What follows belongs to an exercise in optimizing a design on an open flow for small area; a production flow would make more cautious choices. The RTL was checked by simulation tests, not by an equivalence proof against the original design. Power is estimated from default activity; no workload was simulated.

## run 1
// peer_table_replay_filter_top
module peer_table_replay_filter_top #(
   parameter int PEER_SLOTS = ptrf_pkg::PEER_SLOTS_DEFAULT
) (
   input  logic                          clock,
   input  logic                          reset,
   input  logic                          csr_write_enable,
   input  logic                          csr_write_data,
   input  logic                          req_valid,
   output logic                          req_stall,
   input  logic [ptrf_pkg::MODE_W-1:0]   req_mode,
   input  logic [ptrf_pkg::MAC_W-1:0]    req_peer_mac,
   input  logic [ptrf_pkg::MEMBER_W-1:0] req_member_id,
   input  logic [ptrf_pkg::SEQ_W-1:0]    req_sequence_req,
   input  logic                          req_reset_window,
   output logic                          rsp_valid,
   input  logic                          rsp_stall,
   output logic [ptrf_pkg::STATUS_W-1:0] rsp_status,
   output logic                          rsp_found,
   output logic [ptrf_pkg::SLOT_W-1:0]   rsp_slot,
   output logic [ptrf_pkg::MAC_W-1:0]    rsp_found_mac
);
Size in the first run: ~1000 cells after synthesis, ~740 flip-flops, ~150 I/O pins.
Settings: LEC_CHECK=0, CAP_MARGIN=20, CORE_MARGIN=2, CORE_UTILIZATION=60, SLEW_MARGIN=20; clock period 5.0 ns.
standard.sh (not shown) runs the stock make flow with config.mk's settings and CLKGATE_MAP_FILE= SYNTH_SCRIPT=/design/flow/synth_recipe.tcl, a recipe that flattens the netlist after the stock synthesis.
==> flow/flow/run.sh <==
#!/bin/bash
# Standard ORFS layout, with port buffers of the smallest buffer cell and a
# clock tree of small buffers built without dummy loads. Each tool's output
# goes to a log here.
set -euo pipefail
export BUFFER_PORTS_ARGS="-buffer_cell sky130_fd_sc_hd__buf_1"
export CTS_ARGS="-sink_clustering_enable -repair_clock_nets -dont_use_dummy_load -buf_list sky130_fd_sc_hd__clkbuf_8 -sink_clustering_size 20 -sink_clustering_max_diameter 40"
bash standard.sh > standard.log 2>&1
Relative to run 1, the following input files were edited for run 2:
-- flow/flow/run.sh --
<<< run 1, line 7
export CTS_ARGS="-sink_clustering_enable -repair_clock_nets -dont_use_dummy_load -buf_list sky130_fd_sc_hd__clkbuf_8 -sink_clustering_size 20 -sink_clustering_max_diameter 40"
>>> run 2, line 7
export CTS_ARGS="-sink_clustering_enable -repair_clock_nets -dont_use_dummy_load -buf_list sky130_fd_sc_hd__clkbuf_16 -sink_clustering_size 32 -sink_clustering_max_diameter 50"
-- flow/config.mk --
<<< run 1, line 10
export CORE_UTILIZATION = 60
>>> run 2, line 10
export CORE_UTILIZATION = 70
export PLACE_DENSITY = 0.85
Results
- STATUS total number of vias: run 2 loses against run 1
- For cell area after placement, run 1 and run 2 come out practically identical.
- Between run 2 and run 1, it is run 2 whose clock period minus worst slack is lower, by 22 ps.
- Between run 1 and run 2, non-clock buffer count decreased.
- Run 2 ended with more post-detailed-routing wire length than run 1.
- Against run 1, post-placement cell count in run 2 fell slightly.
- Of run 1 and run 2, the run reporting the lower latest clock arrival within the worst-skew pair was run 2.
- Run 2 vs. run 1: met3 demand-to-capacity share in global routing went up by 0.35 points.
Modified inputs, run 3 compared to run 2
-- flow/flow/run.sh --
<<< run 2, line 7
export CTS_ARGS="-sink_clustering_enable -repair_clock_nets -dont_use_dummy_load -buf_list sky130_fd_sc_hd__clkbuf_16 -sink_clustering_size 32 -sink_clustering_max_diameter 50"
>>> run 3, line 7
export CTS_ARGS="-sink_clustering_enable -repair_clock_nets -dont_use_dummy_load -buf_list sky130_fd_sc_hd__clkbuf_8 -sink_clustering_size 24 -sink_clustering_max_diameter 45"
-- flow/config.mk --
<<< run 2, line 10
export CORE_UTILIZATION = 70
export PLACE_DENSITY = 0.85
>>> run 3, line 10
export CORE_UTILIZATION = 60
export PLACE_DENSITY = 0.75
## What came out
The final period utilization of run 3 is higher than that of run 2.
Higher final worst slack was reported by run 2, not run 3.
Switching fraction of total power: run 3 > run 2
Total leakage power: run 3 vs run 2 down about 1.6%
## Diff of input files: run 4 against run 3
-- flow/flow/run.sh --
<<< run 3, line 7
export CTS_ARGS="-sink_clustering_enable -repair_clock_nets -dont_use_dummy_load -buf_list sky130_fd_sc_hd__clkbuf_8 -sink_clustering_size 24 -sink_clustering_max_diameter 45"
>>> run 4, line 7
export CTS_ARGS="-sink_clustering_enable -repair_clock_nets -dont_use_dummy_load -buf_list sky130_fd_sc_hd__clkbuf_8 -sink_clustering_size 22 -sink_clustering_max_diameter 45"
-- flow/config.mk --
<<< run 3, line 11
export PLACE_DENSITY = 0.75
>>> run 4, line 11
Findings:
- Compared run 4 against run 3; area share of buffers outside the clock network within noise.
- Taking run 3 as the reference, in run 4 post-route worst setup slack picked up an extra 68 ps; number of global-route vias before repair lost 458; proportion of total power due to net switching neither gained nor lost much; total via count in the routed design lost 1.8%.

## re-timing with driven ports
How much do the figures lean on ideal ports? The routed layouts below were timed once more, with nothing changed but the port constraints.
Step 1 sets driving cells, clkbuf_16 on the clock port and buf_2 on the other inputs (assumed; they add their load-dependent delay and slew).
Step 2 moves the port delays by t, midway between the first and last clock arrival at a register: inputs arrive t later, outputs are due t later. That takes back most of the time a late clock gives input paths.
Three values: no drivers, after step 1, after step 2; two values: the first two.
run	shift t [ns]	slack for setup (ns)	worst setup path at the end	slew at the worst register clock pin (ns)	pins driven straight from the clock port
run 1	0.585	1.329 / 1.284 / 1.869	register to output	0.11 / 0.11	1
run 2	0.549	1.351 / 1.301 / 1.686	register to register	0.11 / 0.11	1
run 3	0.584	1.278 / 1.236 / 1.819	register to output	0.12 / 0.12	1
run 4	0.580	1.346 / 1.302 / 1.881	register to output	0.12 / 0.12	1
After both steps every run listed still meets setup and hold.
